This design comes from an exercise in tuning for small area and a short achievable clock period on the open sky130 flow, not from production work.
The RTL was checked by simulation tests, not by an equivalence proof against the original design.
No activity file was given, so power comes from the tool's default toggle rates. The flow treats the clock pin as an ideal source, which a real chip does not have.

==> design.v <==
module mtb_neq #(
    parameter int W = 32
) (
    input  logic [W-1:0] a,
    input  logic [W-1:0] b,
    output logic         y
);
    assign y = (a != b);
endmodule
module mtb_sel #(
    parameter int W = 1
) (
    input  logic         s,
    input  logic [W-1:0] a,
    input  logic [W-1:0] b,
    output logic [W-1:0] y
);
    assign y = s ? a : b;
endmodule
module microarch_trace_buffer #(
    parameter int          NUM_STAGES  = 4,
    parameter int          DE_IDX      = 1,
    parameter int          PC_W        = 32,
    parameter int          DEPTH       = 16,
    parameter int          TS_W        = 16,
    parameter logic [31:0] FINISH_INSN = 32'h00002013,
    localparam int         AW          = $clog2(DEPTH),
    localparam int         LVL_W       = AW + 1
) (
    input  logic                       clk,
    input  logic                       rst_n,
    input  logic                       if_req_i,
    input  logic [NUM_STAGES-1:0]      ev_valid_i,
    input  logic [NUM_STAGES*PC_W-1:0] ev_pc_i,
    input  logic [31:0]                de_insn_i,
    output logic                       rec_valid_o,
    input  logic                       rec_ready_i,
    output logic [NUM_STAGES-1:0]      rec_mask_o,
    output logic [NUM_STAGES*PC_W-1:0] rec_pc_o,
    output logic [31:0]                rec_insn_o,
    output logic [TS_W-1:0]            rec_cycle_o,
    output logic                       rec_lost_o,
    output logic [15:0]                drop_cnt_o,
    output logic [LVL_W-1:0]           level_o,
    output logic                       finish_o
);
    localparam int MD   = DEPTH - 1;                
    localparam int PCS  = NUM_STAGES * PC_W;
    localparam int PC_LSB  = NUM_STAGES;
    localparam int INS_LSB = PC_LSB + PCS;
    localparam int CYC_LSB = INS_LSB + 32;
    localparam int ENT_W   = CYC_LSB + TS_W + 1;
    logic [PCS-1:0]             m_pc    [MD];
    logic [31:0]                m_insn  [MD];
    logic [NUM_STAGES-1:0]      m_mask  [MD];
    logic [TS_W-1:0]            m_cyc   [MD];
    logic                       m_lost  [MD];
    logic [ENT_W-1:0]           head_q;     
    logic                       prev_req_q;
    logic [PC_W-1:0]            prev_pc_q;
    logic [TS_W-1:0]            cycle_q;
    logic [15:0]                drop_cnt_q;
    logic                       lost_q;
    logic [LVL_W-1:0]           count_q;
    logic                       valid_q;    
    logic                       one_q;      
    logic                       in_sel_q;   
    logic [MD-1:0]              wsel_q;     
    logic [MD-1:0]              rsel_q;     
    logic                       armed_q, drain_q, finish_q;
    logic                       fetch_evt, any_evt;
    logic [NUM_STAGES-1:0]      evt_mask;
    logic [PCS-1:0]             in_pc;      
    logic [31:0]                evt_insn;
    logic pc_neq, fetch_neq, fetch_eq, v_any;
    mtb_neq #(.W(PC_W)) u_neq (.a(ev_pc_i[PC_W-1:0]), .b(prev_pc_q), .y(pc_neq));
    assign fetch_neq = if_req_i;
    assign fetch_eq  = if_req_i && !prev_req_q;
    assign fetch_evt = pc_neq ? fetch_neq : fetch_eq;
    assign v_any     = |ev_valid_i[NUM_STAGES-1:1];
    assign any_evt   = v_any || fetch_evt;
    assign evt_mask = {ev_valid_i[NUM_STAGES-1:1], fetch_evt};
    assign evt_insn = ev_valid_i[DE_IDX] ? de_insn_i : '0;
    genvar gi;
    generate
        for (gi = 0; gi < NUM_STAGES; gi++) begin : g_lane
            if (gi == 0) begin : g_fetch
                assign in_pc[gi*PC_W +: PC_W] = ev_pc_i[gi*PC_W +: PC_W];
            end else begin : g_stage
                assign in_pc[gi*PC_W +: PC_W] = ev_valid_i[gi] ? ev_pc_i[gi*PC_W +: PC_W] : '0;
            end
        end
    endgenerate
    logic             rdy, full, ge2, ge3, eq2, sat;
    logic [LVL_W-1:0] count_inc, count_dec;
    logic [15:0]      drop_inc;
    assign rdy  = rec_ready_i;
    assign full = count_q[LVL_W-1];                 
    assign ge2  = !in_sel_q;
    assign eq2  = (count_q == LVL_W'(2));
    assign ge3  = ge2 && !eq2;
    assign sat  = &drop_cnt_q;
    assign count_inc = count_q + 1'b1;
    assign count_dec = count_q - 1'b1;
    assign drop_inc  = drop_cnt_q + 16'd1;
    logic [LVL_W-1:0] count_n, count_e;
    logic             valid_n, one_n, ring_n, one_e, ring_e, up_e, drop_e, radv;
    logic [MD-1:0]    wsel_e, rsel_adv, rsel_n, rsel_e;
    logic [15:0]      drop_cnt_e;
    logic             drain_n, finish_n;
    assign count_n  = (valid_q && rdy) ? count_dec : count_q;
    assign up_e     = rdy ? !valid_q : !full;
    assign count_e  = up_e ? count_inc : count_q;
    assign valid_n  = rdy ? ge2 : valid_q;
    assign one_n    = rdy ? eq2 : one_q;
    assign one_e    = !valid_q || (rdy && one_q);
    assign ring_n   = rdy ? ge3 : ge2;
    assign ring_e   = rdy ? ge2 : valid_q;
    assign drop_e   = full && !rdy;
    assign radv     = rdy && ge2;
    assign wsel_e   = (valid_q && (rdy ? !one_q : !full)) ? {wsel_q[MD-2:0], wsel_q[MD-1]} : wsel_q;
    assign rsel_adv = radv ? {rsel_q[MD-2:0], rsel_q[MD-1]} : rsel_q;
    assign rsel_n   = ring_n ? rsel_adv : '0;
    assign rsel_e   = ring_e ? (ge2 ? rsel_adv : wsel_q) : '0;
    assign drop_cnt_e = (drop_e && !sat) ? drop_inc : drop_cnt_q;
    assign drain_n  = drain_q && valid_q;
    assign finish_n = finish_q || (drain_q && !valid_q);
    localparam int CW = LVL_W + 1 + 1 + 1 + MD + MD + 1 + 16 + 1 + 1;
    logic [CW-1:0] ctl_e, ctl_n, ctl_d;
    logic [LVL_W-1:0] count_d;
    logic             valid_d, one_d, in_sel_d, lost_d, drain_d, finish_d;
    logic [MD-1:0]    wsel_d, rsel_d;
    logic [15:0]      drop_cnt_d;
    assign ctl_e = {count_e, 1'b1,    one_e, !ring_e, wsel_e, rsel_e, drop_e, drop_cnt_e, drain_q, finish_q};
    assign ctl_n = {count_n, valid_n, one_n, !ring_n, wsel_q, rsel_n, lost_q, drop_cnt_q, drain_n, finish_n};
    logic [CW-1:0] ctl_v, ctl_a, ctl_b;
    assign ctl_v = v_any     ? ctl_e : ctl_n;
    assign ctl_a = fetch_neq ? ctl_e : ctl_v;
    assign ctl_b = fetch_eq  ? ctl_e : ctl_v;
    mtb_sel #(.W(CW)) u_ctl_sel (.s(pc_neq), .a(ctl_a), .b(ctl_b), .y(ctl_d));
    assign {count_d, valid_d, one_d, in_sel_d, wsel_d, rsel_d, lost_d, drop_cnt_d, drain_d, finish_d} = ctl_d;
    logic m_wen_ok, h_load;
    assign m_wen_ok = !full || rdy;
    assign h_load   = !valid_q || rdy;
    always_ff @(posedge clk) begin
        for (int i = 0; i < MD; i++) begin
            if (wsel_q[i] && m_wen_ok) begin
                m_pc[i]   <= in_pc;
                m_insn[i] <= evt_insn;
                m_mask[i] <= evt_mask;
                m_cyc[i]  <= cycle_q;
                m_lost[i] <= lost_q;
            end
        end
    end
    logic [PCS-1:0]        r_pc;
    logic [31:0]           r_insn;
    logic [NUM_STAGES-1:0] r_mask;
    logic [TS_W-1:0]       r_cyc;
    logic                  r_lost;
    logic [MD-1:0]         r_mask0_sel;
    always_comb begin
        r_pc   = '0;
        r_insn = '0;
        r_mask = '0;
        r_cyc  = '0;
        r_lost = 1'b0;
        for (int i = 0; i < MD; i++) begin
            r_pc   = r_pc   | (m_pc[i]   & {PCS{rsel_q[i]}});
            r_insn = r_insn | (m_insn[i] & {32{rsel_q[i]}});
            r_mask = r_mask | (m_mask[i] & {NUM_STAGES{rsel_q[i]}});
            r_cyc  = r_cyc  | (m_cyc[i]  & {TS_W{rsel_q[i]}});
            r_lost = r_lost | (m_lost[i] & rsel_q[i]);
            r_mask0_sel[i] = m_mask[i][0] && rsel_q[i];
        end
    end
    logic [ENT_W-1:0] r_ent, i_ent_a, i_ent_b, head_a, head_b, head_d;
    logic [PCS-1:0]   r_pc_g;
    assign r_pc_g  = {r_pc[PCS-1:PC_W], r_pc[PC_W-1:0] & {PC_W{|r_mask0_sel}}};
    assign r_ent   = {r_lost, r_cyc, r_insn, r_pc_g, r_mask};
    logic take_a, take_b;
    assign take_a  = in_sel_q && (v_any || fetch_neq);
    assign take_b  = in_sel_q && (v_any || fetch_eq);
    assign i_ent_a = {lost_q && take_a, cycle_q & {TS_W{take_a}},
                      evt_insn & {32{in_sel_q}},
                      in_pc[PCS-1:PC_W] & {(PCS-PC_W){in_sel_q}},
                      in_pc[PC_W-1:0] & {PC_W{in_sel_q && fetch_neq}},
                      ev_valid_i[NUM_STAGES-1:1] & {(NUM_STAGES-1){in_sel_q}},
                      in_sel_q && fetch_neq};
    assign i_ent_b = {lost_q && take_b, cycle_q & {TS_W{take_b}},
                      evt_insn & {32{in_sel_q}},
                      in_pc[PCS-1:PC_W] & {(PCS-PC_W){in_sel_q}},
                      in_pc[PC_W-1:0] & {PC_W{in_sel_q && fetch_eq}},
                      ev_valid_i[NUM_STAGES-1:1] & {(NUM_STAGES-1){in_sel_q}},
                      in_sel_q && fetch_eq};
    assign head_a  = h_load ? (r_ent | i_ent_a) : head_q;
    assign head_b  = h_load ? (r_ent | i_ent_b) : head_q;
    localparam int LATE_W = 1 + PC_W + TS_W + 1;
    logic [LATE_W-1:0] late_a, late_b, late_d;
    assign late_a = {head_a[ENT_W-1 -: TS_W+1], head_a[PC_LSB +: PC_W], head_a[0]};
    assign late_b = {head_b[ENT_W-1 -: TS_W+1], head_b[PC_LSB +: PC_W], head_b[0]};
    mtb_sel #(.W(LATE_W)) u_head_sel (.s(pc_neq), .a(late_a), .b(late_b), .y(late_d));
    assign head_d = {late_d[LATE_W-1 -: TS_W+1], head_a[INS_LSB +: 32],
                     head_a[PC_LSB+PC_W +: PCS-PC_W], late_d[1 +: PC_W],
                     head_a[1 +: NUM_STAGES-1], late_d[0]};
    always_ff @(posedge clk or negedge rst_n) begin
        if (!rst_n) begin
            head_q <= '0;
        end else begin
            head_q <= head_d;
        end
    end
    assign rec_valid_o = valid_q;
    assign rec_mask_o  = head_q[0 +: NUM_STAGES];
    assign rec_pc_o    = head_q[PC_LSB +: PCS];
    assign rec_insn_o  = head_q[INS_LSB +: 32];
    assign rec_cycle_o = head_q[CYC_LSB +: TS_W];
    assign rec_lost_o  = head_q[ENT_W-1];
    assign drop_cnt_o  = drop_cnt_q;
    assign level_o     = count_q;
    assign finish_o    = finish_q;
    always_ff @(posedge clk) begin
        prev_pc_q <= ev_pc_i[PC_W-1:0];
    end
    always_ff @(posedge clk or negedge rst_n) begin
        if (!rst_n) begin
            prev_req_q <= 1'b0;
            cycle_q    <= '0;
            drop_cnt_q <= '0;
            lost_q     <= 1'b0;
            count_q    <= '0;
            valid_q    <= 1'b0;
            one_q      <= 1'b0;
            in_sel_q   <= 1'b1;
            wsel_q     <= MD'(1);
            rsel_q     <= '0;
            armed_q    <= 1'b0;
            drain_q    <= 1'b0;
            finish_q   <= 1'b0;
        end else begin
            prev_req_q <= if_req_i;
            cycle_q    <= cycle_q + 1'b1;
            drop_cnt_q <= drop_cnt_d;
            lost_q     <= lost_d;
            count_q    <= count_d;
            valid_q    <= valid_d;
            one_q      <= one_d;
            in_sel_q   <= in_sel_d;
            wsel_q     <= wsel_d;
            rsel_q     <= rsel_d;
            finish_q   <= finish_d;
            if (armed_q && ev_valid_i[NUM_STAGES-1]) begin
                armed_q <= 1'b0;
                drain_q <= 1'b1;
            end else begin
                drain_q <= drain_d;
                if (!armed_q && !drain_q && !finish_q &&
                    ev_valid_i[DE_IDX] && (de_insn_i == FINISH_INSN)) begin
                    armed_q <= 1'b1;
                end
            end
        end
    end
endmodule
==> flow/run.sh <==
#!/bin/bash
# Standard ORFS layout with a smaller port buffer cell and larger CTS sink clusters.
export BUFFER_PORTS_ARGS="-buffer_cell sky130_fd_sc_hd__buf_2"
export CTS_ARGS="-sink_clustering_enable -repair_clock_nets -dont_use_dummy_load -sink_clustering_size 30 -sink_clustering_max_diameter 80"
bash standard.sh finish > standard.log 2>&1
==> standard.sh <==
#!/bin/bash
# synth_recipe.tcl (not shown) runs the flow's synth.tcl, then flattens the netlist and writes it again
# the make line also repeats each setting of config.mk as NAME=value (left out here)
make -C /OpenROAD-flow-scripts/flow DESIGN_CONFIG=/design/flow/config.mk WORK_HOME=/design/flow/orfs CLKGATE_MAP_FILE= SYNTH_SCRIPT=/design/flow/synth_recipe.tcl "${@:-finish}"
==> config.mk <==
export PLATFORM = sky130hd
export DESIGN_NAME = microarch_trace_buffer
export DESIGN_NICKNAME = microarch_trace_buffer
export VERILOG_FILES = /design/flow/design.v
export SDC_FILE = /design/flow/constraint.sdc
export NUM_CORES = 4
export LEC_CHECK = 0
export CAP_MARGIN = 20
export CORE_MARGIN = 2
export CORE_UTILIZATION = 65
export SETUP_SLACK_MARGIN = 2.8
export SLEW_MARGIN = 65
export SYNTH_HIERARCHICAL = 1
export SYNTH_MINIMUM_KEEP_SIZE = 0
==> constraint.sdc <==
create_clock -name core_clock -period 5.2 [get_ports {clk}]
set_input_delay 1.0400 -clock core_clock [delete_from_list [all_inputs] [get_ports {clk}]]
set_output_delay 1.0400 -clock core_clock [all_outputs]
set_load 0.01 [all_outputs]
==> results of run 1 <==
[where the power goes]
group	internal (W)	switching [W]
Clock	0.00474	0.00688
Combinational	0.000871	0.00123
Sequential	0.0264	0.000174
[worst reg2reg max path, cell delays in order, from the launching register on]
cell and delay (ps):
dfrtp_4 490, buf_12 170, buf_16 190, a22o_1 220
a221oi_2 170, nand4_1 150, buf_6 190, buf_12 190
o21ai_1 170, a21oi_1 110, mux2_4 280
[Yosys cell counts (17+ instances only)]
cell	number
buf_2	49
buf_4	17
mux2i_1	18
nand4_1	199
a221oi_1	298
nand3_1	196
a21oi_1	281
nand2_1	218
mux2_2	60
edfxtp_1	2715
mux2_4	81
a22oi_1	609
o21ai_0	50
nor3_1	18
buf_1	69
dfxtp_1	32
a222oi_1	64
xnor2_1	49
xor2_1	34
o22a_1	128
clkbuf_1	297
nor2_1	121
and2_1	149
dfrtp_1	254
a22o_1	298
[cell type report]
| class | instances | area share, % |
|---|---|---|
| sequential | 3003 | 70.7 |
| multi-input combinational | 2953 | 17.3 |
| timing repair buffer | 807 | 7.02 |
| clock buffer | 137 | 2.73 |
| tap | 2233 | 2.23 |
| inverter | 10 | 0.0339 |
| antenna | 6 | 0.0120 |
[layer usage]
layer	part of all wire, %	wire (um)
met4	3.5	11300
met3	11	35200
met1	38	122000
met5	0.021	67
met2	48	153000
[worst max-delay path by stage]
stage | startpoint | to | slack [ps] | depth (start not counted)
floorplan | rec_ready_i | m_cyc[2][0]$_DFFE_PP_ | 2050 | 4
global placement | ev_pc_i[24] | count_q[1]$_DFF_PN0_ | 1300 | 7
detailed placement | ev_pc_i[24] | head_q[175]$_DFF_PN0_ | 1390 | 8
CTS | head_q[37]$_DFFE_PN0N_ | rec_pc_o[33] | 2660 | 1
global route | head_q[124]$_DFFE_PN0N_ | rec_pc_o[120] | 2660 | 1
finish | head_q[9]$_DFF_PN0_ | rec_pc_o[5] | 2690 | 1
[sequential cells by signal, summed over array words and instances (netlist names), 5 cells and up]
name / flops
m_insn: 480
count_q: 5
m_lost: 15
cycle_q: 16
rsel_q: 15
drop_cnt_q: 16
m_pc: 1920
prev_pc_q: 32
m_mask: 60
wsel_q: 15
head_q: 181
m_cyc: 240
[cell families (layout without fill, tap and decap cells)]
logic type	Yosys count	count (layout)	share of synthesized area, %
adders and majority gates	5	5	0.0560
DFF	3003	3003	79.3
and+or+nand+nor	938	941	4.31
buffers and inverters	454	954	1.76
AOI/OAI and AO/OA	1765	1765	12.1
muxes	159	159	1.85
xor gates and xnor gates	83	83	0.651
other	0	6	0
[through the flow]
step           area, um^2  hold WS (ps)  utilization (%)  power, W  setup WS (ps)
6_report           125000          97.7             73.3    0.0403           2690
5_1_grt            125000          67.5             73.3    0.0413           2660
4_1_cts            124000          49.8             72.7    0.0403           2660
3_5_place_dp       119000           480             69.8    0.0289           1390
3_3_place_gp       117000           475             68.2    0.0288           1300
2_1_floorplan      112000           455                -    0.0280           2050
[what timing repair did]
action / CTS / global route
endpoints found under the setup margin: 573 / 315
resized for setup: 184 / 99
gates cloned: 3 / 3
pin swaps: 7 / 12
buffers inserted: 104 / 53
==> impl_metrics.yaml, run 1 <==
timing:
  hold_violations: 0
  setup_violations: 0
  tightest_slew_ps: 550
  grt_setup_unrepaired: "yes"
  fin_skew_ps: 73.6
  post-route-period-util_pct: 48.3
  fin_tns_setup_ps: 0
  period_minus_slack_ps: 2510
  slew-limit-headroom_pct: 63.3
  max_freq_mhz: 398
  final_max_slew_viol_count: 0
setup_path:
  rrSetupSlack_ps: 2810
  worst-path-buf-inv: 1
  end_kind: "output port"
  worst-setup-path-type: "reg2out"
  r2r_start: "rsel_q[10]$_DFF_PN0_"
  reg2reg_to: "head_q[8]$_DFF_PN0_"
  path_cells: "buf_2"
  cp.required_ps: 4160
  slowest_stage: "dfrtp_1"
  crit_family: "flip-flops"
  cp_slowest_stage_delay_ps: 470
  reg2reg_depth: 10
  arrival_ps: 1470
  critPathLaunchType: "flop"
  path_max_fanout: 2
clocking:
  clock-sinks: 3003
  cts_tree: "done"
  h-tree-depth: 4
  cts_hold_buf: 0
  cts.path.max_buffers: 3
  cts_root_buf: "clkbuf_16"
  clock_latency_ps: 830
  cts_buffers: 137
  clk_pin_slew_worst_paths_ps: 110
place:
  io_buffers: 370
  dpl.hpwl_mm: 174
  placed_cells: 8836
  place_congestion: 0.782
synthesis:
  synthFlopType: "edfxtp_1"
  syn_nets: 6580
  synth_edf_count: 2715
  ys_seq_area_share_pct: 79.3
  yosys_warnings: 12
  synth_cells: 6407
  async_flop_share_pct: 8.52
  netlist_top_cells_area: "edfxtp_1 73%, dfrtp_1 5.7%, a22oi_1 4.1%, a221oi_1 2.3%, a22o_1 2.3%"
  synth_top_area_share_pct: 73.0
  postSynthAreaPerCell_um2: 17.4
  synth_cell_types: 63
  yosys.area.top_type: "edfxtp_1"
  synth_area_mm2: 0.112
  ys_ff_latch: 3003
finish:
  drive_gt1_share_pct: 19.4
  regArea_mm2: 0.0887
  layout.cells.non_filler: 9149
  layout.nets: 7085
  fillers: 10300
  multi_input_area_mm2: 0.0217
  final_common_cell: "edfxtp_1"
  area_growth_syn_to_layout_pct: 12.3
  most-common-layout-cells: "2715 x edfxtp_1, 608 x a22oi_1, 298 x a22o_1, 293 x a221oi_1, 281 x a21oi_1"
global_routing:
  grt_pass1_wl_mm: 457
  use_met2_pct: 57.9
  grt_use_met1_pct: 53.3
  grt_usage_pct: 36.5
  grt_pass1_vias: 64200
  grt_remaining_overflow: 0
  antenna_found_initial: 19
  busiest_layer: "met2"
  grt_start_max_net_pins: 81
  use_met3_pct: 5.19
power_and_ir_drop:
  max-vdd-ir-drop_mv: 0.329
  p_leak_nw: 40.0
  pwr_density_cell_mw_per_mm2: 321
run_status:
  status: "complete, no violations"
drt:
  wl_per_cell_um: 35.2
  totalWireLength_mm: 322
  via_count: 66900
  final_antenna_net_count: 0
  viasPerCell: 7.31
  drtPass1Iterations: 8
  drtIter0Drc: 9096
  drc_errors: 0
die:
  rows: 152
  die_h_um: 419
  io_pins: 372
  design.core.area_mm2: 0.171
  fp.dieW_um: 419
  die-area_mm2: 0.175
  initial_utilization_pct: 65.3
job:
  maxCapViolCount: 0
hold_path:
  hold_path.class: "in2async"
==> run 2, diff against run 1 <==
--- a/config.mk
+++ b/config.mk
@@ -9,3 +9,3 @@
 export CORE_MARGIN = 2
-export CORE_UTILIZATION = 65
+export CORE_UTILIZATION = 55
 export SETUP_SLACK_MARGIN = 2.8
==> run 2 against run 1 <==
  * Critical endpoint is now rec_pc_o[127]
  * Non-clock buffer count is 37 higher
  * Flip-flop and latch count did not move
  * Critical path type unchanged
  * Sequential power about the same
==> impl_metrics.yaml, run 2 <==
global_routing:
  grt_remaining_overflow: 0
  antenna_found_initial: 16
  grt_pass1_vias: 64300
  grt_usage_pct: 32.9
  grt_start_max_net_pins: 70
  grt_pass1_wl_mm: 483
timing:
  fin_hold_ws_ps: 437
  max_freq_mhz: 392
  tightest_slew_ps: 568
  post-route-period-util_pct: 49.0
  period_minus_slack_ps: 2550
  slew-limit-headroom_pct: 62.1
  fin_skew_ps: 76.4
  setup_violations: 0
  hold_violations: 0
  final_max_slew_viol_count: 0
  fin_tns_setup_ps: 0
  grt_setup_unrepaired: "yes"
power_and_ir_drop:
  combPwrFrac_pct: 5.3
  p_switching_w: 0.00849
  switching_share_pct: 20.9
  max-vdd-ir-drop_mv: 0.377
  power_w: 0.0406
  pwr_density_cell_mw_per_mm2: 319
  pwr-share-seq_pct: 65.6
  p_leak_nw: 40.4
  p_int_w: 0.0321
  pwr-share-clk_pct: 29.1
setup_path:
  crit_family: "flip-flops"
  r2r_start: "rsel_q[4]$_DFF_PN0_"
  reg2reg_depth: 11
  cp.required_ps: 4160
  path_max_fanout: 2
  rrSetupSlack_ps: 2800
  cp_slowest_stage_delay_ps: 510
  arrival_ps: 1510
  worst-setup-path-type: "reg2out"
  worst-path-buf-inv: 1
  reg2reg_to: "head_q[91]$_DFFE_PN0N_"
  end_kind: "output port"
  critPathLaunchType: "flop"
  slowest_stage: "dfrtp_2"
  path_cells: "buf_6"
synthesis:
  synthSimpleGateAreaFrac_pct: 4.31
  synth_top_area_share_pct: 73.0
  synth.most_common_cell: "edfxtp_1"
  synthFlopType: "edfxtp_1"
  postSynthAreaPerCell_um2: 17.4
  synth_top_family_by_area: "compound AO/OA/AOI/OAI gates"
  async_flop_share_pct: 8.52
  yosys.area.top_type: "edfxtp_1"
  synth_cells: 6407
  syn_nets: 6580
  synth_area_mm2: 0.112
  ys_seq_area_share_pct: 79.3
  netlist_top_cells_area: "edfxtp_1 73%, dfrtp_1 5.7%, a22oi_1 4.1%, a221oi_1 2.3%, a22o_1 2.3%"
  synth_edf_count: 2715
  synth_compound_gate_area_share_pct: 12.1
  ys_ff_latch: 3003
  synth_cell_types: 63
  synthAdderAreaFrac_pct: 0.0560
  synth_xor_area_share_pct: 0.651
  yosys-top-cells-count: "2715 x edfxtp_1, 609 x a22oi_1, 298 x a221oi_1, 298 x a22o_1, 297 x clkbuf_1"
  synthMuxAreaShare_pct: 1.85
  yosys_warnings: 12
clocking:
  clock_latency_ps: 850
  h-tree-depth: 4
  cts_tree: "done"
  clock-sinks: 3003
  cts_root_buf: "clkbuf_16"
  clk_pin_slew_worst_paths_ps: 100
  cts.path.max_buffers: 3
  cts_buffers: 138
place:
  dpl.hpwl_mm: 185
  placed_cells: 9280
  io_buffers: 370
  dpl_cell_area_mm2: 0.120
  place_congestion: 0.789
die:
  io_pins: 372
  die-area_mm2: 0.207
  initial_utilization_pct: 55.3
  design.core.area_mm2: 0.202
  rows: 165
  die_h_um: 455
  fp.dieW_um: 455
finish:
  layout.cells.non_filler: 9630
  most-common-layout-cells: "2715 x edfxtp_1, 606 x a22oi_1, 298 x a22o_1, 281 x a21oi_1, 273 x a221oi_1"
  fin_area_mm2: 0.127
  largest_reg_flops: 1920
  fillers: 14500
  final_common_cell: "edfxtp_1"
  area_growth_syn_to_layout_pct: 13.8
  reg_top3: "m_pc: 1920 flops, m_insn: 480 flops, m_cyc: 240 flops"
  regArea_mm2: 0.0887
  multi_input_area_mm2: 0.0220
  regMostFlops: "m_pc"
  layout.nets: 7123
  drive_gt1_share_pct: 20.6
hold_path:
  hold_path.class: "in2reg"
  worstHoldStart: "ev_pc_i[24]"
  hold_depth: 1
  min_to: "prev_pc_q[24]$_DFF_P_"
drt:
  totalWireLength_mm: 346
  drc_errors: 0
  wl_per_cell_um: 35.9
  viasPerCell: 6.96
  via_count: 67000
  final_antenna_net_count: 0
  drtIter0Drc: 8630
  drtPass1Iterations: 9
job:
  maxCapViolCount: 0
run_status:
  status: "complete, no violations"
-- run 2: cell types whose count changed in the layout (fill, tap and decap cells not counted), sizes merged --
cell,before,now
clkinvlp,0,1
clkbuf,144,162
bufbuf,0,3
dlygate4sd3,0,1
buf,799,815
clkinv,1,0
diode,6,10
-- run 2: cells by family after synthesis --
| group | after synthesis |
|---|---|
| flip-flops | 3003 |
| XOR/XNOR | 83 |
| buffers and inverters | 454 |
| AO/OA/AOI/OAI | 1765 |
| multiplexers | 159 |
| adder cells (fa/ha/maj) | 5 |
| AND/OR/NAND/NOR | 938 |
-- run 2: routing by layer --
layer	vias up	part of all wire [%]	track usage (%)
li1	27200	-	-
met1	35600	41	48.5
met2	3739	47	52.4
met3	459	9.4	4.43
met4	10	3.0	8.73
met5	-	0.018	0
-- run 2: power by group through the flow --
stage / Sequential (W) / Clock [W] / Combinational [W]
final: 0.0266 / 0.0118 / 0.00214
after CTS: 0.0266 / 0.0119 / 0.00204
after detailed placement: 0.0272 / 0 / 0.00174
after floorplan: 0.0272 / 0 / 0.000878
after global routing: 0.0266 / 0.0127 / 0.00230
after global placement: 0.0272 / 0 / 0.00164
-- run 2: area by class of cell --
class,count,share of cell area (%)
clock buffers,138,2.72
flip-flops and latches,3003,69.8
repair buffers,844,7.50
multi-input cells,2953,17.3
diodes,10,0.0197
inverters,10,0.0325
well taps,2672,2.63
-- run 2: how the worst max path moves through the flow --
stage	start	slack (ps)	cells past startpoint	endpoint
final	head_q[131]$_DFFE_PN0N_	2650	1	rec_pc_o[127]
after global routing	head_q[105]$_DFFE_PN0N_	2610	1	rec_pc_o[101]
after CTS	head_q[131]$_DFFE_PN0N_	2600	1	rec_pc_o[127]
after detailed placement	ev_pc_i[30]	1460	8	wsel_q[14]$_DFF_PN0_
after global placement	ev_pc_i[30]	1550	8	drain_q$_DFF_PN0_
after floorplan	rec_ready_i	2050	4	m_cyc[2][0]$_DFFE_PP_
-- run 2: repair_timing --
item	CTS	global route
pin swaps	17	48
gates cloned	7	10
setup endpoints to repair	808	434
setup buffers	124	48
hold buffers	1	0
hold endpoints to repair	6	0
gates resized for setup	254	118
-- run 2: per-stage QoR --
step           setup slack, ps  utilization (%)
6_report                  2650             62.9
5_1_grt                   2610             62.9
4_1_cts                   2600             62.2
3_5_place_dp              1460             59.4
3_3_place_gp              1550             58.0
2_1_floorplan             2050                -
==> run 3, diff against run 2 <==
--- a/config.mk
+++ b/config.mk
@@ -9,3 +9,4 @@
 export CORE_MARGIN = 2
-export CORE_UTILIZATION = 55
+export CORE_UTILIZATION = 60
+export GPL_TIMING_DRIVEN = 1
 export SETUP_SLACK_MARGIN = 2.8
==> run 3 against run 2 <==
  * Largest power group unchanged
  * Setup slack better by 13 ps
  * Clock-buffer cell count increased by 1
  * Synthesized area unchanged
  * Die area is 8.3% lower
  * Power fell by 0.34%
  * Sequential share of layout area up 0.80 points
  * Clock skew fell by 11 ps
==> impl_metrics.yaml, run 3 <==
run_status:
  status: "complete, no violations"
synthesis:
  yosys.area.top_type: "edfxtp_1"
  ys_seq_area_share_pct: 79.3
  yosys-top-cells-count: "2715 x edfxtp_1, 609 x a22oi_1, 298 x a221oi_1, 298 x a22o_1, 297 x clkbuf_1"
  synth_area_mm2: 0.112
  netlist_top_cells_area: "edfxtp_1 73%, dfrtp_1 5.7%, a22oi_1 4.1%, a221oi_1 2.3%, a22o_1 2.3%"
  ys_ff_latch: 3003
  synth_cells: 6407
  synth.most_common_cell: "edfxtp_1"
  synth_edf_count: 2715
  async_flop_share_pct: 8.52
  syn_nets: 6580
  yosys_warnings: 12
  synth_top_area_share_pct: 73.0
  synth_cell_types: 63
  postSynthAreaPerCell_um2: 17.4
  synthFlopType: "edfxtp_1"
setup_path:
  rrSetupSlack_ps: 2830
  end_kind: "output port"
  endpoint: "rec_mask_o[3]"
  slowest_stage: "dfrtp_2"
  cp.required_ps: 4160
  reg2reg_to: "head_q[12]$_DFF_PN0_"
  cp.depth: 1
  path_cells: "buf_6"
  critical_path.startpoint: "head_q[3]$_DFFE_PN0N_"
  cp_slowest_stage_delay_ps: 510
  r2r_start: "rsel_q[0]$_DFF_PN0_"
  crit_family: "flip-flops"
  reg2reg_depth: 8
  worst-setup-path-type: "reg2out"
  critPathLaunchType: "flop"
  worst-path-buf-inv: 1
  path_max_fanout: 2
  arrival_ps: 1500
finish:
  largest_reg_flops: 1920
  area_growth_syn_to_layout_pct: 12.5
  most-common-layout-cells: "2715 x edfxtp_1, 609 x a22oi_1, 298 x a22o_1, 295 x a221oi_1, 281 x a21oi_1"
  layout.nets: 7079
  final_common_cell: "edfxtp_1"
  fin_area_mm2: 0.126
  regMostFlops: "m_pc"
  drive_gt1_share_pct: 19.1
  reg_top3: "m_pc: 1920 flops, m_insn: 480 flops, m_cyc: 240 flops"
clocking:
  clock_latency_ps: 830
  clock-sinks: 3003
  clk_pin_slew_worst_paths_ps: 110
  cts.path.max_buffers: 3
  h-tree-depth: 4
  cts_buffers: 139
  cts_tree: "done"
  cts_root_buf: "clkbuf_16"
place:
  place_congestion: 0.770
  dpl_cell_area_mm2: 0.120
  dpl.hpwl_mm: 178
  dp_slack_ps: 1540
  io_buffers: 370
global_routing:
  grt_pass1_wl_mm: 467
  antenna_found_initial: 28
  grt_usage_pct: 34.3
  use_met2_pct: 55.2
  grt_remaining_overflow: 0
  grt_start_max_net_pins: 69
  grt_pass1_vias: 63500
  grt_use_met1_pct: 50.0
  use_met3_pct: 4.39
  busiest_layer: "met2"
die:
  die-area_mm2: 0.190
  die_h_um: 435
  initial_utilization_pct: 60.3
  rows: 158
  fp.dieW_um: 435
  io_pins: 372
  design.core.area_mm2: 0.185
power_and_ir_drop:
  p_int_w: 0.0321
  p_switching_w: 0.00834
  switching_share_pct: 20.6
  pwr-share-clk_pct: 29.0
  pwr_density_cell_mw_per_mm2: 322
  max-vdd-ir-drop_mv: 0.357
  combPwrFrac_pct: 5.2
  p_leak_nw: 40.0
  pwr-share-seq_pct: 65.8
timing:
  fin_hold_ws_ps: 465
  tightest_slew_ps: 596
  layout_setup_ws_ps: 2660
  fin_skew_ps: 65.3
  hold_violations: 0
  max_freq_mhz: 394
  post-route-period-util_pct: 48.8
  slew-limit-headroom_pct: 60.3
  grt_setup_unrepaired: "yes"
  fin_tns_setup_ps: 0
  final_max_slew_viol_count: 0
  period_minus_slack_ps: 2540
  setup_violations: 0
drt:
  totalWireLength_mm: 331
  drc_errors: 0
  viasPerCell: 7.07
  final_antenna_net_count: 0
  drtPass1Iterations: 8
  wl_per_cell_um: 35.3
  drtIter0Drc: 8690
  via_count: 66400
hold_path:
  hold_path.class: "in2reg"
job:
  maxCapViolCount: 0
==> run 3: cell counts after synthesis <==
Identical to the previous run, type by type.
==> run 3: timing repair <==
action | in CTS | in global routing
setup endpoints to repair | 605 | 478
endpoints found under the hold margin | 1 | 0
pin swaps | 6 | 10
resized for setup | 172 | 70
hold buffers | 1 | 0
gates cloned | 2 | 5
setup buffers | 109 | 50
==> run 3: power by group through the flow <==
| stage | sequential (W) | combinational (W) | clock, W |
|---|---|---|---|
| 2_1_floorplan | 0.0272 | 0.000878 | 0 |
| 3_3_place_gp | 0.0272 | 0.00163 | 0 |
| 3_5_place_dp | 0.0272 | 0.00173 | 0 |
| 4_1_cts | 0.0266 | 0.00201 | 0.0119 |
| 5_1_grt | 0.0266 | 0.00225 | 0.0126 |
| 6_report | 0.0266 | 0.00211 | 0.0117 |
==> run 3: kinds of logic after synthesis <==
logic type                 synth area share (%)
muxes                                      1.85
adders and majority gates                0.0560
xor gates and xnor gates                  0.651
and+or+nand+nor                            4.31
buffers and inverters                      1.76
DFF                                        79.3
AOI/OAI and AO/OA                          12.1
==> run 3: worst min-delay path by stage <==
stage | slack, ps | cells past startpoint | to | from
3_3_place_gp | 490 | 1 | head_q[60]$_DFFE_PN0N_ | head_q[60]$_DFFE_PN0N_
5_1_grt | 440 | 1 | prev_pc_q[4]$_DFF_P_ | ev_pc_i[4]
4_1_cts | 400 | 1 | prev_pc_q[4]$_DFF_P_ | ev_pc_i[4]
6_report | 470 | 1 | prev_pc_q[4]$_DFF_P_ | ev_pc_i[4]
2_1_floorplan | 450 | 1 | armed_q$_DFFE_PN0P_ | armed_q$_DFFE_PN0P_
3_5_place_dp | 490 | 1 | head_q[79]$_DFFE_PN0N_ | head_q[79]$_DFFE_PN0N_
==> run 3: layout make-up <==
class                   count  area (um^2)
diodes                      7         17.5
well taps                2480         3100
flip-flops and latches   3003        88700
multi-input cells        2952        21600
fillers                 12500        59600
repair buffers            800         8690
clock buffers             139         3480
inverters                  10         38.8
==> run 3: routing by layer <==
metal  wire, um  vias up  part of all wire [%]
met4       9910       14                   3.0
met2     160000     3695                    48
met5         95        -                 0.029
met1     131000    35100                    39
met3      30800      490                   9.3
li1           -    27100                     -
==> run 3: per-stage QoR <==
stage | utilization [%] | instances | total power [W]
after CTS | 67.3 | 9323 | 0.0404
after detailed placement | 64.6 | 9072 | 0.0289
after global placement | 63.2 | 8971 | 0.0288
final | 67.8 | 9391 | 0.0404
after global routing | 67.8 | 9391 | 0.0415
after floorplan | - | 6407 | 0.0280
==> run 4, diff against run 3 <==
--- a/config.mk
+++ b/config.mk
@@ -10,3 +10,2 @@
 export CORE_UTILIZATION = 60
-export GPL_TIMING_DRIVEN = 1
 export SETUP_SLACK_MARGIN = 2.8
@@ -15 +14,2 @@
 export SYNTH_MINIMUM_KEEP_SIZE = 0
+export TNS_END_PERCENT = 20
==> run 4 against run 3 <==
  * Still clean
  * Final cell count fell by 1.3%
  * Via count fell by 0.77%
  * Clock skew rose by 1.8 ps
  * Synthesized cell count did not move
  * First-iteration DRC count fell by 4.7%
  * Power fell by 0.60%
  * Global-route usage fell by 0.12 points
  * Critical path depth rose by 7
  * Routed wire length fell by 1.1%
  * Highest routed layer unchanged
  * Register-to-register slack got worse by 110 ps
==> impl_metrics.yaml, run 4 <==
run_status:
  status: "complete, no violations"
die:
  io_pins: 372
  fp.dieW_um: 435
  die_h_um: 435
  initial_utilization_pct: 60.3
  die-area_mm2: 0.190
  rows: 158
  design.core.area_mm2: 0.185
hold_path:
  worstHoldStart: "ev_pc_i[4]"
  hold_depth: 1
  hold_path.class: "in2reg"
power_and_ir_drop:
  max-vdd-ir-drop_mv: 0.354
  p_leak_nw: 39.2
  switching_share_pct: 20.6
  p_int_w: 0.0319
  pwr_density_cell_mw_per_mm2: 324
  p_switching_w: 0.00827
  power_w: 0.0402
  pwr-share-seq_pct: 66.2
  combPwrFrac_pct: 4.7
  pwr-share-clk_pct: 29.2
synthesis:
  ys_seq_area_share_pct: 79.3
  synth_cells: 6407
  syn_nets: 6580
  netlist_top_cells_area: "edfxtp_1 73%, dfrtp_1 5.7%, a22oi_1 4.1%, a221oi_1 2.3%, a22o_1 2.3%"
  synth_cell_types: 63
  yosys.area.top_type: "edfxtp_1"
  synth_top_area_share_pct: 73.0
  synth.most_common_cell: "edfxtp_1"
  synthFlopType: "edfxtp_1"
  yosys_warnings: 12
  postSynthAreaPerCell_um2: 17.4
  synth_area_mm2: 0.112
  ys_ff_latch: 3003
  async_flop_share_pct: 8.52
  yosys-top-cells-count: "2715 x edfxtp_1, 609 x a22oi_1, 298 x a221oi_1, 298 x a22o_1, 297 x clkbuf_1"
  synth_edf_count: 2715
global_routing:
  grt_pass1_wl_mm: 465
  grt_usage_pct: 34.2
  grt_pass1_vias: 63000
  antenna_found_initial: 30
  grt_remaining_overflow: 0
  grt_start_max_net_pins: 69
timing:
  period_minus_slack_ps: 2560
  final_max_slew_viol_count: 0
  setup_violations: 0
  hold_violations: 0
  tightest_slew_ps: 585
  slew-limit-headroom_pct: 61.0
  fin_skew_ps: 67.1
  max_freq_mhz: 390
  post-route-period-util_pct: 49.3
  grt_setup_unrepaired: "yes"
  fin_hold_ws_ps: 464
  fin_tns_setup_ps: 0
finish:
  regMostFlops: "m_pc"
  largest_reg_flops: 1920
  layout.nets: 6957
  fin_area_mm2: 0.124
  drive_gt1_share_pct: 17.3
  fillers: 12600
  reg_top3: "m_pc: 1920 flops, m_insn: 480 flops, m_cyc: 240 flops"
  finalCoreUtilization_pct: 67.0
  area_growth_syn_to_layout_pct: 11.1
  final_common_cell: "edfxtp_1"
  most-common-layout-cells: "2715 x edfxtp_1, 609 x a22oi_1, 348 x buf_2, 298 x a22o_1, 298 x a221oi_1"
clocking:
  clock-sinks: 3003
  clock_latency_ps: 830
  clk_pin_slew_worst_paths_ps: 100
  cts.path.max_buffers: 3
  cts_tree: "done"
  cts_root_buf: "clkbuf_16"
  h-tree-depth: 4
  cts_buffers: 139
place:
  dpl.hpwl_mm: 178
  io_buffers: 370
  dpl_cell_area_mm2: 0.120
  place_congestion: 0.770
setup_path:
  path_max_fanout: 52
  critPathLaunchType: "primary input"
  endpoint: "drop_cnt_q[0]$_DFF_PN0_"
  cp.required_ps: 5850
  reg2reg_depth: 7
  worst-setup-path-type: "in2reg"
  rrSetupSlack_ps: 2720
  reg2reg_to: "drop_cnt_q[0]$_DFF_PN0_"
  r2r_start: "prev_pc_q[4]$_DFF_P_"
  critical_path.startpoint: "ev_pc_i[1]"
  end_kind: "flop"
  arrival_ps: 3210
drt:
  final_antenna_net_count: 0
  totalWireLength_mm: 328
  viasPerCell: 7.11
  drc_errors: 0
  wl_per_cell_um: 35.4
  drtIter0Drc: 8285
  via_count: 65900
  drtPass1Iterations: 6
job:
  maxCapViolCount: 0
run 4: cell counts after synthesis:
Identical to the previous run, type by type.
run 4: kinds of logic after synthesis:
group | after synthesis | synth area share, %
XOR/XNOR | 83 | 0.651
adder cells (fa/ha/maj) | 5 | 0.0560
buffers and inverters | 454 | 1.76
AO/OA/AOI/OAI | 1765 | 12.1
AND/OR/NAND/NOR | 938 | 4.31
flip-flops | 3003 | 79.3
multiplexers | 159 | 1.85
run 4: timing repair:
item,in CTS,in global routing
buffers inserted,19,21
hold buffers,1,0
pin swaps,5,4
gates cloned,1,1
endpoints found under the setup margin,605,588
resized for setup,35,41
hold endpoints to repair,1,0
run 4: power groups by stage:
stage / Sequential [W] / Combinational (W) / Clock [W]
after global routing: 0.0266 / 0.00201 / 0.0126
after floorplan: 0.0272 / 0.000878 / 0
after global placement: 0.0272 / 0.00163 / 0
final: 0.0266 / 0.00187 / 0.0117
after detailed placement: 0.0272 / 0.00173 / 0
after CTS: 0.0266 / 0.00175 / 0.0119
run 4: area by class of cell:
class                      instances  area, um^2  area share, %
antenna                            9        22.5         0.0181
clock buffer                     139        3480           2.80
inverter                          10        38.8         0.0313
multi-input combinational       2952       21500           17.3
sequential                      3003       88700           71.5
tap                             2480        3100           2.50
timing repair buffer             678        7250           5.84
run 4: worst min path at each step:
stage / to / slack (ps)
finish: prev_pc_q[4]$_DFF_P_ / 460
global route: prev_pc_q[4]$_DFF_P_ / 430
CTS: prev_pc_q[4]$_DFF_P_ / 400
detailed placement: head_q[79]$_DFFE_PN0N_ / 490
global placement: head_q[60]$_DFFE_PN0N_ / 490
floorplan: armed_q$_DFFE_PN0P_ / 450
run 4: per-layer routing:
metal | up-vias | GRT usage [%] | part of all wire, %
met3 | 486 | 4.46 | 9.2
met1 | 34900 | 49.8 | 40
met2 | 3655 | 54.8 | 48
met5 | - | 0 | 0.027
met4 | 14 | 9.88 | 3.1
li1 | 26900 | - | -
run 4: metrics by stage:
| stage | cells | setup slack (ps) |
|---|---|---|
| global route | 9270 | 2630 |
| floorplan | 6407 | 2050 |
| global placement | 8971 | 1320 |
| detailed placement | 9072 | 1540 |
| CTS | 9232 | 2610 |
| finish | 9271 | 2640 |
run 4: worst max-delay path, stage by stage:
cell and delay [ps]:
buf_2 300, xnor2_1 170, nand4_1 280, nor4_4 280, buf_4 180, nand2_8 170, buf_12 260, mux2_2 380
==> run 5, diff against run 4 <==
--- a/config.mk
+++ b/config.mk
@@ -14,2 +14,2 @@
 export SYNTH_MINIMUM_KEEP_SIZE = 0
-export TNS_END_PERCENT = 20
+export TNS_END_PERCENT = 5
==> run 5 against run 4 <==
  * Maximum frequency up 0.46%
  * Clock-buffer cell count unchanged
  * Worst hold slack worse by 1.0 ps
  * Global-route usage about the same
  * Power down 0.10%
  * Die area unchanged
  * Setup slack better by 12 ps
  * Synthesized area unchanged
  * Clock skew down 3.5 ps
  * Routed wire length down 0.17%
  * Clock power about the same
  * Critical path type unchanged
  * Critical endpoint is now drop_cnt_q[10]$_DFF_PN0_
  * Largest cell class unchanged
  * Largest power group unchanged
==> impl_metrics.yaml, run 5 <==
run_status:
  status: "complete, no violations"
die:
  initial_utilization_pct: 60.3
  rows: 158
  fp.dieW_um: 435
  die-area_mm2: 0.190
  die_h_um: 435
  design.core.area_mm2: 0.185
  io_pins: 372
finish:
  largest_reg_flops: 1920
  reg_top3: "m_pc: 1920 flops, m_insn: 480 flops, m_cyc: 240 flops"
  drive_gt1_share_pct: 17.0
  final_common_cell: "edfxtp_1"
  layout.nets: 6946
  area_growth_syn_to_layout_pct: 10.9
  most-common-layout-cells: "2715 x edfxtp_1, 609 x a22oi_1, 363 x buf_2, 298 x a22o_1, 298 x a221oi_1"
  regMostFlops: "m_pc"
synthesis:
  synth_top_area_share_pct: 73.0
  synthFlopType: "edfxtp_1"
  ys_ff_latch: 3003
  yosys.area.top_type: "edfxtp_1"
  synth_cells: 6407
  synth_area_mm2: 0.112
  ys_seq_area_share_pct: 79.3
  synth_cell_types: 63
  async_flop_share_pct: 8.52
  synth.most_common_cell: "edfxtp_1"
  netlist_top_cells_area: "edfxtp_1 73%, dfrtp_1 5.7%, a22oi_1 4.1%, a221oi_1 2.3%, a22o_1 2.3%"
  yosys-top-cells-count: "2715 x edfxtp_1, 609 x a22oi_1, 298 x a221oi_1, 298 x a22o_1, 297 x clkbuf_1"
  synth_edf_count: 2715
  syn_nets: 6580
  yosys_warnings: 12
  postSynthAreaPerCell_um2: 17.4
setup_path:
  worst-setup-path-type: "in2reg"
  critPathLaunchType: "primary input"
  cp.required_ps: 5850
  reg2reg_depth: 7
  path_max_fanout: 52
  end_kind: "flop"
  arrival_ps: 3200
global_routing:
  grt_pass1_vias: 63000
  grt_start_max_net_pins: 69
  grt_remaining_overflow: 0
  grt_pass1_wl_mm: 465
  antenna_found_initial: 29
  grt_usage_pct: 34.1
power_and_ir_drop:
  max-vdd-ir-drop_mv: 0.357
  p_switching_w: 0.00827
  pwr_density_cell_mw_per_mm2: 324
  p_leak_nw: 39.1
  p_int_w: 0.0319
  combPwrFrac_pct: 4.5
  switching_share_pct: 20.6
  pwr-share-seq_pct: 66.3
  pwr-share-clk_pct: 29.2
drt:
  drc_errors: 0
  via_count: 65800
  totalWireLength_mm: 327
  drtIter0Drc: 8703
  wl_per_cell_um: 35.3
  viasPerCell: 7.11
  final_antenna_net_count: 0
  drtPass1Iterations: 6
timing:
  slew-limit-headroom_pct: 60.9
  fin_skew_ps: 63.6
  final_max_slew_viol_count: 0
  fin_hold_ws_ps: 463
  tightest_slew_ps: 587
  period_minus_slack_ps: 2550
  max_freq_mhz: 392
  grt_setup_unrepaired: "yes"
  post-route-period-util_pct: 49.1
  hold_violations: 0
  setup_violations: 0
  fin_tns_setup_ps: 0
clocking:
  clock-sinks: 3003
  cts_root_buf: "clkbuf_16"
  clock_latency_ps: 820
  h-tree-depth: 4
  clk_pin_slew_worst_paths_ps: 100
  cts_buffers: 139
  cts.path.max_buffers: 3
  cts_tree: "done"
place:
  place_congestion: 0.770
  io_buffers: 370
  dpl.hpwl_mm: 178
hold_path:
  hold_path.class: "in2reg"
  hold_depth: 1
job:
  maxCapViolCount: 0
## run 5: cell counts after synthesis
Identical to the previous run, type by type.
## run 5: stage by stage
step / total power [W] / std cells / cell area (um^2) / utilization, % / setup WS (ps)
after floorplan: 0.0280 / 6407 / 112000 / - / 2050
after global placement: 0.0288 / 8971 / 117000 / 63.2 / 1320
after detailed placement: 0.0289 / 9072 / 120000 / 64.6 / 1540
after CTS: 0.0402 / 9229 / 123000 / 66.6 / 2610
after global routing: 0.0412 / 9259 / 124000 / 66.9 / 2640
final: 0.0402 / 9262 / 124000 / 66.9 / 2650
## run 5: critical path, stage by stage
cell and delay [ps]:
buf_2 300, xnor2_1 160, nand4_1 270, nor4_4 270, buf_4 180, nand2_8 170, buf_12 250, mux2_2 380
## run 5: area by class of cell
type / instances / area, um^2
Sequential cell: 3003 / 88700
Fill cell: 12600 / 61300
Multi-Input combinational cell: 2952 / 21500
Timing Repair Buffer: 667 / 7060
Clock buffer: 139 / 3480
Tap cell: 2480 / 3100
Inverter: 10 / 38.8
Antenna cell: 11 / 27.5
## run 5: power by group through the flow
stage	Sequential (W)	Clock, W	Combinational, W
floorplan	0.0272	0	0.000878
global placement	0.0272	0	0.00163
detailed placement	0.0272	0	0.00173
CTS	0.0266	0.0119	0.00175
global route	0.0266	0.0126	0.00195
finish	0.0266	0.0117	0.00182
## run 5: per-layer routing
layer  share of wire [%]  routed length (um)  track usage (%)
met4                 2.9                9650             9.60
met2                  48              158000             54.9
met5               0.022                  72                0
met3                 9.0               29500             4.45
met1                  40              130000             49.8
## run 5: repair_timing
action / 4_1_cts / 5_1_grt
hold endpoints to repair: 1 / 0
setup endpoints to repair: 605 / 596
setup buffers: 16 / 13
gates cloned: 1 / 1
hold buffers: 1 / 0
resized for setup: 31 / 17
pin swaps: 4 / 4
## run 5: kinds of logic after synthesis
logic type	Yosys count	synth area share, %
buffers and inverters	454	1.76
adders and majority gates	5	0.0560
AOI/OAI and AO/OA	1765	12.1
and+or+nand+nor	938	4.31
xor gates and xnor gates	83	0.651
DFF	3003	79.3
muxes	159	1.85
## run 5: worst paths after layout
check                                            to                   start  slack [ps]
min in group asynchronous    head_q[63]$_DFFE_PN0N_                   rst_n         650
max                        drop_cnt_q[10]$_DFF_PN0_              ev_pc_i[1]        2650
min                            prev_pc_q[4]$_DFF_P_              ev_pc_i[4]         460
max in group asynchronous       head_q[9]$_DFF_PN0_                   rst_n        3530
min reg2reg                  head_q[51]$_DFFE_PN0N_  head_q[51]$_DFFE_PN0N_         510
max reg2reg                drop_cnt_q[10]$_DFF_PN0_    prev_pc_q[4]$_DFF_P_        2720
==> run 6, diff against run 5 <==
--- a/config.mk
+++ b/config.mk
@@ -11,5 +11,4 @@
 export SETUP_SLACK_MARGIN = 2.8
-export SLEW_MARGIN = 65
+export SLEW_MARGIN = 60
 export SYNTH_HIERARCHICAL = 1
 export SYNTH_MINIMUM_KEEP_SIZE = 0
-export TNS_END_PERCENT = 5
==> run 6 against run 5 <==
  * Clock skew decreased by 6.7 ps
  * First-iteration DRC count is 1.2% lower
  * Still clean
  * Final cell count up 1.1%
  * Setup slack improved by 12 ps
==> impl_metrics.yaml, run 6 <==
timing:
  max_freq_mhz: 394
  hold_violations: 0
  final_max_slew_viol_count: 0
  post-route-period-util_pct: 48.8
  tightest_slew_ps: 647
  period_minus_slack_ps: 2540
  slew-limit-headroom_pct: 56.9
  setup_violations: 0
  fin_tns_setup_ps: 0
  layout_setup_ws_ps: 2660
  fin_skew_ps: 56.8
  grt_setup_unrepaired: "yes"
synthesis:
  yosys.area.top_type: "edfxtp_1"
  netlist_top_cells_area: "edfxtp_1 73%, dfrtp_1 5.7%, a22oi_1 4.1%, a221oi_1 2.3%, a22o_1 2.3%"
  synth_edf_count: 2715
  ys_seq_area_share_pct: 79.3
  yosys-top-cells-count: "2715 x edfxtp_1, 609 x a22oi_1, 298 x a221oi_1, 298 x a22o_1, 297 x clkbuf_1"
  postSynthAreaPerCell_um2: 17.4
  ys_ff_latch: 3003
  async_flop_share_pct: 8.52
  synth_area_mm2: 0.112
  synth_cells: 6407
  syn_nets: 6580
  yosys_warnings: 12
  synthFlopType: "edfxtp_1"
  synth_cell_types: 63
  synth.most_common_cell: "edfxtp_1"
  synth_top_area_share_pct: 73.0
finish:
  final_common_cell: "edfxtp_1"
  regMostFlops: "m_pc"
  largest_reg_flops: 1920
  layout.nets: 7047
  area_growth_syn_to_layout_pct: 11.8
  fillers: 12600
  most-common-layout-cells: "2715 x edfxtp_1, 606 x a22oi_1, 298 x a22o_1, 295 x a221oi_1, 281 x a21oi_1"
  reg_top3: "m_pc: 1920 flops, m_insn: 480 flops, m_cyc: 240 flops"
  drive_gt1_share_pct: 17.4
clocking:
  clock-sinks: 3003
  clk_pin_slew_worst_paths_ps: 100
  cts_tree: "done"
  cts_root_buf: "clkbuf_16"
  clock_latency_ps: 840
  h-tree-depth: 4
  cts.path.max_buffers: 3
  cts_buffers: 140
run_status:
  status: "complete, no violations"
global_routing:
  grt_remaining_overflow: 0
  grt_pass1_wl_mm: 470
  antenna_found_initial: 27
  grt_start_max_net_pins: 73
  grt_usage_pct: 34.6
  grt_pass1_vias: 63700
drt:
  drtIter0Drc: 8600
  final_antenna_net_count: 0
  viasPerCell: 7.12
  drc_errors: 0
  wl_per_cell_um: 35.9
  via_count: 66700
  drtPass1Iterations: 8
  totalWireLength_mm: 337
setup_path:
  crit_family: "flip-flops"
  critical_path.startpoint: "head_q[3]$_DFFE_PN0N_"
  reg2reg_depth: 7
  arrival_ps: 1500
  path_cells: "buf_6"
  critPathLaunchType: "flop"
  slowest_stage: "dfrtp_2"
  r2r_start: "rsel_q[7]$_DFF_PN0_"
  rrSetupSlack_ps: 2830
  end_kind: "output port"
  cp_slowest_stage_delay_ps: 500
  cp.required_ps: 4160
  worst-path-buf-inv: 1
  path_max_fanout: 2
  worst-setup-path-type: "reg2out"
  cp.depth: 1
job:
  maxCapViolCount: 0
die:
  rows: 158
  fp.dieW_um: 435
  design.core.area_mm2: 0.185
  io_pins: 372
  initial_utilization_pct: 60.3
  die-area_mm2: 0.190
  die_h_um: 435
place:
  place_congestion: 0.770
  dp_slack_ps: 1530
  io_buffers: 370
  dpl.hpwl_mm: 172
hold_path:
  hold_depth: 1
  hold_path.class: "in2reg"
  worstHoldStart: "ev_pc_i[12]"
power_and_ir_drop:
  p_leak_nw: 39.6
  pwr_density_cell_mw_per_mm2: 324
  max-vdd-ir-drop_mv: 0.374
run 6: layout make-up:
cell class / count / area (um^2) / share of cell area, %
well taps: 2480 / 3100 / 2.48
diodes: 13 / 32.5 / 0.0260
clock buffers: 140 / 3500 / 2.80
repair buffers: 765 / 8020 / 6.42
flip-flops and latches: 3003 / 88700 / 71.0
inverters: 10 / 38.8 / 0.0311
multi-input cells: 2954 / 21500 / 17.2
run 6: cell families after synthesis:
family | after synthesis | synth area share (%)
buffers and inverters | 454 | 1.76
xor gates and xnor gates | 83 | 0.651
AOI/OAI and AO/OA | 1765 | 12.1
DFF | 3003 | 79.3
adders and majority gates | 5 | 0.0560
muxes | 159 | 1.85
and+or+nand+nor | 938 | 4.31
run 6: power breakdown:
part / leakage, nW / total (W) / switching, W / internal [W]
Combinational: 11.8 / 0.00207 / 0.00123 / 0.000842
Sequential: 26.1 / 0.0266 / 0.000174 / 0.0264
Clock: 1.73 / 0.0118 / 0.00700 / 0.00484
run 6: per-stage QoR:
stage	cell area, um^2	cells	utilization, %	hold slack [ps]	power (W)
final	125000	9365	67.4	469	0.0405
after global routing	125000	9362	67.4	448	0.0415
after CTS	124000	9281	66.8	417	0.0405
after detailed placement	119000	9036	64.1	492	0.0289
after global placement	117000	8971	63.2	486	0.0288
after floorplan	112000	6407	-	455	0.0280
run 6: repair_timing:
action / in CTS / in global routing
buffers inserted: 98 / 57
pin swaps: 6 / 13
gates resized for setup: 191 / 69
hold buffers: 1 / 0
endpoints found under the setup margin: 704 / 377
cloned: 6 / 12
hold endpoints to repair: 1 / 0
run 6: per-layer routing:
| metal | up-vias | global-route usage [%] | part of all wire, % |
|---|---|---|---|
| met5 | - | 0 | 0.017 |
| met4 | 10 | 10.1 | 3.0 |
| met3 | 488 | 4.72 | 9.7 |
| met2 | 3775 | 55.5 | 48 |
| met1 | 35300 | 50.4 | 39 |
| li1 | 27100 | - | - |
run 6: worst paths after layout:
| path | end |
|---|---|
| worst max-delay path | rec_mask_o[3] |
| worst min-delay path | prev_pc_q[12]$_DFF_P_ |
| worst max register to register | head_q[17]$_DFF_PN0_ |
| worst min register to register | head_q[58]$_DFFE_PN0N_ |
| max in group asynchronous | head_q[14]$_DFF_PN0_ |
| min in group asynchronous | head_q[63]$_DFFE_PN0N_ |
==> run 7, diff against run 6 <==
--- a/config.mk
+++ b/config.mk
@@ -11,3 +11,3 @@
 export SETUP_SLACK_MARGIN = 2.8
-export SLEW_MARGIN = 60
+export SLEW_MARGIN = 70
 export SYNTH_HIERARCHICAL = 1
==> run 7 against run 6 <==
  * Clock power barely moved
  * Design area rose by 1.6%
  * Critical path depth did not move
  * Via count rose by 0.12%
  * Sequential power barely moved
  * Die area did not move
  * Still clean on timing, DRC and antenna
  * Sequential share of layout area fell by 1.1 points
  * Register-to-register slack got worse by 40 ps
  * Setup slack improved by 4.3 ps
  * Synthesized area did not move
  * Final cell count rose by 0.86%
==> impl_metrics.yaml, run 7 <==
global_routing:
  grt_start_max_net_pins: 50
  grt_usage_pct: 34.5
  antenna_found_initial: 29
  grt_pass1_vias: 63600
  grt_remaining_overflow: 0
  grt_pass1_wl_mm: 469
die:
  io_pins: 372
  fp.dieW_um: 435
  die_h_um: 435
  rows: 158
  die-area_mm2: 0.190
  initial_utilization_pct: 60.3
  design.core.area_mm2: 0.185
timing:
  fin_skew_ps: 55.9
  post-route-period-util_pct: 48.8
  tightest_slew_ps: 497
  setup_violations: 0
  max_freq_mhz: 394
  fin_hold_ws_ps: 438
  period_minus_slack_ps: 2540
  slew-limit-headroom_pct: 66.8
  grt_setup_unrepaired: "yes"
  hold_violations: 0
  fin_tns_setup_ps: 0
  final_max_slew_viol_count: 0
drt:
  via_count: 66700
  final_antenna_net_count: 0
  drtIter0Drc: 8969
  viasPerCell: 7.07
  wl_per_cell_um: 35.1
  drtPass1Iterations: 8
  totalWireLength_mm: 332
  drc_errors: 0
clocking:
  cts_root_buf: "clkbuf_16"
  clock_latency_ps: 840
  cts_buffers: 143
  clock-sinks: 3003
  cts.path.max_buffers: 3
  clk_pin_slew_worst_paths_ps: 100
  h-tree-depth: 4
  cts_tree: "done"
finish:
  reg_top3: "m_pc: 1920 flops, m_insn: 480 flops, m_cyc: 240 flops"
  final_common_cell: "edfxtp_1"
  drive_gt1_share_pct: 20.0
  finalCoreUtilization_pct: 68.5
  regMostFlops: "m_pc"
  fin_area_mm2: 0.127
  largest_reg_flops: 1920
  area_growth_syn_to_layout_pct: 13.6
  most-common-layout-cells: "2715 x edfxtp_1, 609 x a22oi_1, 298 x a22o_1, 293 x a221oi_1, 281 x a21oi_1"
  layout.nets: 7128
synthesis:
  synth_cells: 6407
  synth_area_mm2: 0.112
  yosys_warnings: 12
  postSynthAreaPerCell_um2: 17.4
  syn_nets: 6580
  netlist_top_cells_area: "edfxtp_1 73%, dfrtp_1 5.7%, a22oi_1 4.1%, a221oi_1 2.3%, a22o_1 2.3%"
  async_flop_share_pct: 8.52
  ys_ff_latch: 3003
  synth.most_common_cell: "edfxtp_1"
  synth_top_area_share_pct: 73.0
  synthFlopType: "edfxtp_1"
  synth_edf_count: 2715
  yosys.area.top_type: "edfxtp_1"
  synth_cell_types: 63
  yosys-top-cells-count: "2715 x edfxtp_1, 609 x a22oi_1, 298 x a221oi_1, 298 x a22o_1, 297 x clkbuf_1"
  ys_seq_area_share_pct: 79.3
setup_path:
  arrival_ps: 1500
  cp.required_ps: 4160
  worst-setup-path-type: "reg2out"
  end_kind: "output port"
  crit_family: "flip-flops"
  cp_slowest_stage_delay_ps: 510
  path_cells: "buf_6"
  worst-path-buf-inv: 1
  critPathLaunchType: "flop"
  path_max_fanout: 2
  slowest_stage: "dfrtp_2"
place:
  place_congestion: 0.770
  dpl.hpwl_mm: 185
  io_buffers: 370
  dpl_cell_area_mm2: 0.121
power_and_ir_drop:
  max-vdd-ir-drop_mv: 0.409
  pwr_density_cell_mw_per_mm2: 320
  power_w: 0.0406
  p_leak_nw: 40.5
job:
  maxCapViolCount: 0
run_status:
  status: "complete, no violations"
hold_path:
  hold_path.class: "in2reg"
run 7: changes by cell type in the layout (fill, tap and decap cells not counted), moves of 8 or more:
| cell | delta |
|---|---|
| buf_4 | +8 |
| buf_16 | +54 |
| buf_8 | +33 |
| buf_6 | -15 |
| and2_1 | -114 |
| and2_2 | +113 |
run 7: cell families after synthesis:
group	count (synthesis)	share of synthesized area [%]
flops	3003	79.3
mux	159	1.85
compound gates	1765	12.1
buf+inv	454	1.76
fa+ha+maj	5	0.0560
simple gates	938	4.31
xor+xnor	83	0.651
run 7: where the power goes:
part / leakage [nW] / switching [W] / internal (W)
clock network: 1.76 / 0.00699 / 0.00493
logic: 12.6 / 0.00123 / 0.000893
registers: 26.1 / 0.000174 / 0.0264
total: 40.5 / 0.00839 / 0.0322
run 7: cell type report:
class	count	area, um^2
Timing Repair Buffer	844	9790
Tap cell	2480	3100
Antenna cell	13	32.5
Fill cell	12300	58300
Clock buffer	143	3580
Inverter	10	41.3
Sequential cell	3003	88700
Multi-Input combinational cell	2953	21600
run 7: path summary, 6_finish.rpt:
| path | startpoint | to | depth (start not counted) | slack, ps |
|---|---|---|---|---|
| max in group asynchronous | rst_n | head_q[9]$_DFF_PN0_ | 5 | 3510 |
| setup reg to reg | count_q[4]$_DFF_PN0_ | m_pc[1][101]$_DFFE_PP_ | 6 | 2790 |
| setup / recovery | head_q[147]$_DFFE_PN0N_ | rec_insn_o[15] | 1 | 2660 |
| min in group asynchronous | rst_n | head_q[63]$_DFFE_PN0N_ | 2 | 600 |
| hold / removal | ev_pc_i[31] | prev_pc_q[31]$_DFF_P_ | 1 | 440 |
| hold reg to reg | head_q[58]$_DFFE_PN0N_ | head_q[58]$_DFFE_PN0N_ | 1 | 510 |
run 7: metrics by stage:
stage,instances,setup slack [ps]
floorplan,6407,2050
global placement,8971,1320
detailed placement,9125,1430
CTS,9375,2610
global route,9444,2640
finish,9446,2660
run 7: timing repair:
action	in CTS	in global routing
gates resized for setup	183	64
pin swaps	9	12
gates cloned	2	5
buffers inserted	104	51
hold buffers	1	0
hold endpoints to repair	1	0
endpoints found under the setup margin	535	336
run 7: routing by layer:
metal / track usage (%) / up-vias / share of wire, %
met5: 0 / - / 0.025
met4: 9.72 / 12 / 2.8
met3: 4.19 / 452 / 9.0
met2: 55.8 / 3625 / 49
met1: 50.2 / 35400 / 40
li1: - / 27200 / -
==> run 8, diff against run 7 <==
--- a/config.mk
+++ b/config.mk
@@ -10,4 +10,5 @@
 export CORE_UTILIZATION = 60
+export PLACE_DENSITY = 0.8
 export SETUP_SLACK_MARGIN = 2.8
-export SLEW_MARGIN = 70
+export SLEW_MARGIN = 65
 export SYNTH_HIERARCHICAL = 1
==> run 8 against run 7 <==
  * First-iteration DRC count up 33%
  * Critical endpoint is now head_q[0]$_DFF_PN0_
  * Sequential share of layout area up 0.81 points
  * Die area is the same
  * Still clean on timing, DRC and antenna
==> impl_metrics.yaml, run 8 <==
clocking:
  cts.path.max_buffers: 3
  cts_tree: "done"
  cts_buffers: 118
synthesis:
  ys_ff_latch: 3003
  yosys.area.top_type: "edfxtp_1"
  synth_cells: 6407
  synth_cell_types: 63
  synth_top_area_share_pct: 73.0
  ys_seq_area_share_pct: 79.3
  netlist_top_cells_area: "edfxtp_1 73%, dfrtp_1 5.7%, a22oi_1 4.1%, a221oi_1 2.3%, a22o_1 2.3%"
finish:
  reg_top3: "m_pc: 1920 flops, m_insn: 480 flops, m_cyc: 240 flops"
  layout.nets: 7061
  regMostFlops: "m_pc"
  drive_gt1_share_pct: 19.5
  area_growth_syn_to_layout_pct: 12.3
place:
  place_congestion: 0.819
  io_buffers: 370
die:
  die_h_um: 435
  die-area_mm2: 0.190
  rows: 158
global_routing:
  grt_usage_pct: 33.9
  grt_remaining_overflow: 0
  grt_start_max_net_pins: 64
  grt_pass1_wl_mm: 467
setup_path:
  cp.required_ps: 5880
  path_max_fanout: 14
  arrival_ps: 3230
timing:
  fin_tns_setup_ps: 0
  grt_setup_unrepaired: "yes"
  hold_violations: 0
  fin_skew_ps: 96.6
  max_freq_mhz: 392
  post-route-period-util_pct: 49.1
run_status:
  status: "complete, no violations"
-- run 8: changes by cell type in the layout (fill, tap and decap cells not counted), moves of 22 or more --
cell / before / now
clkbuf_16: 147 / 121
buf_2: 267 / 234
buf_8: 44 / 22
buf_6: 101 / 149
and2_1: 8 / 36
buf_12: 115 / 85
and2_2: 123 / 97
-- run 8: worst paths after layout --
kind	startpoint	cells past startpoint	slack, ps	endpoint
worst max register to register	rsel_q[3]$_DFF_PN0_	9	2650	head_q[0]$_DFF_PN0_
worst min-delay path	ev_pc_i[8]	1	450	prev_pc_q[8]$_DFF_P_
max in group asynchronous	rst_n	6	3150	head_q[161]$_DFFE_PN0N_
worst min register to register	head_q[61]$_DFFE_PN0N_	1	520	head_q[61]$_DFFE_PN0N_
min in group asynchronous	rst_n	2	590	head_q[116]$_DFFE_PN0N_
worst max-delay path	rsel_q[3]$_DFF_PN0_	9	2650	head_q[0]$_DFF_PN0_
-- run 8: stage by stage --
step / hold slack, ps / utilization, % / std cells / worst slack, ps / cell area (um^2)
after global placement: 488 / 63.1 / 8967 / 1430 / 117000
after floorplan: 455 / - / 6407 / 2050 / 112000
final: 453 / 67.7 / 9379 / 2650 / 125000
after detailed placement: 492 / 64.5 / 9067 / 1680 / 120000
after CTS: 394 / 67.1 / 9302 / 2630 / 124000
after global routing: 434 / 67.7 / 9378 / 2640 / 125000
-- run 8: final cells by class --
type	instances	area (um^2)
multi-input cells	2953	21800
clock buffers	118	2950
well taps	2480	3100
flip-flops and latches	3003	88700
inverters	10	41.3
diodes	13	32.5
repair buffers	802	8850
fillers	11200	59800
-- run 8: kinds of logic after synthesis --
kind of cell             share of synthesized area (%)
flip-flops                                        79.3
AO/OA/AOI/OAI                                     12.1
AND/OR/NAND/NOR                                   4.31
buffers and inverters                             1.76
multiplexers                                      1.85
XOR/XNOR                                         0.651
adder cells (fa/ha/maj)                         0.0560
-- run 8: power breakdown --
part	switching [W]	internal [W]	total, W
Clock	0.00666	0.00406	0.0107
Combinational	0.00126	0.000895	0.00216
Sequential	0.000212	0.0264	0.0266
Total	0.00814	0.0314	0.0395
-- run 8: what timing repair did --
| action | 4_1_cts | 5_1_grt |
|---|---|---|
| gates cloned | 4 | 6 |
| gates resized for setup | 259 | 105 |
| hold buffers | 1 | 0 |
| buffers inserted | 112 | 50 |
| pin swaps | 3 | 8 |
| setup endpoints to repair | 562 | 434 |
| hold endpoints to repair | 3 | 0 |
-- run 8: metal layers --
metal / global-route usage [%] / routed length, um / vias up
met5: 0 / 78 / -
met4: 18.6 / 20000 / 14
met3: 6.77 / 47400 / 998
met2: 53.1 / 154000 / 6276
met1: 45.1 / 108000 / 34100
li1: - / - / 27100

==> static timing again, ports no longer ideal <==
How much do the figures lean on ideal ports? The routed layouts below were timed once more, with nothing changed but the port constraints.
Step 1: set_driving_cell puts a clkbuf_16 on clk and a buf_2 on each other input, an assumption about the parent block.
Step 2 times the ports against the registers' clock, not the clock port: input delays grow and output delays shrink by t, the midpoint of the rising clock arrivals with the driver on.
a / b / c = no drivers / after step 1 / after step 2; a / b = the first two.
run | shift t [ns] | setup slack, ns
run 1 | 0.887 | 2.687 / 2.597 / 1.934
run 2 | 0.903 | 2.650 / 2.561 / 1.914
run 3 | 0.899 | 2.663 / 2.567 / 1.904
run 4 | 0.895 | 2.637 / 2.570 / 1.790
run 5 | 0.894 | 2.648 / 2.578 / 1.795
run 6 | 0.917 | 2.661 / 2.561 / 1.865
run 7 | 0.908 | 2.665 / 2.572 / 1.905
run 8 | 0.898 | 2.647 / 2.561 / 1.903
After both steps setup and hold are still met in every run listed.
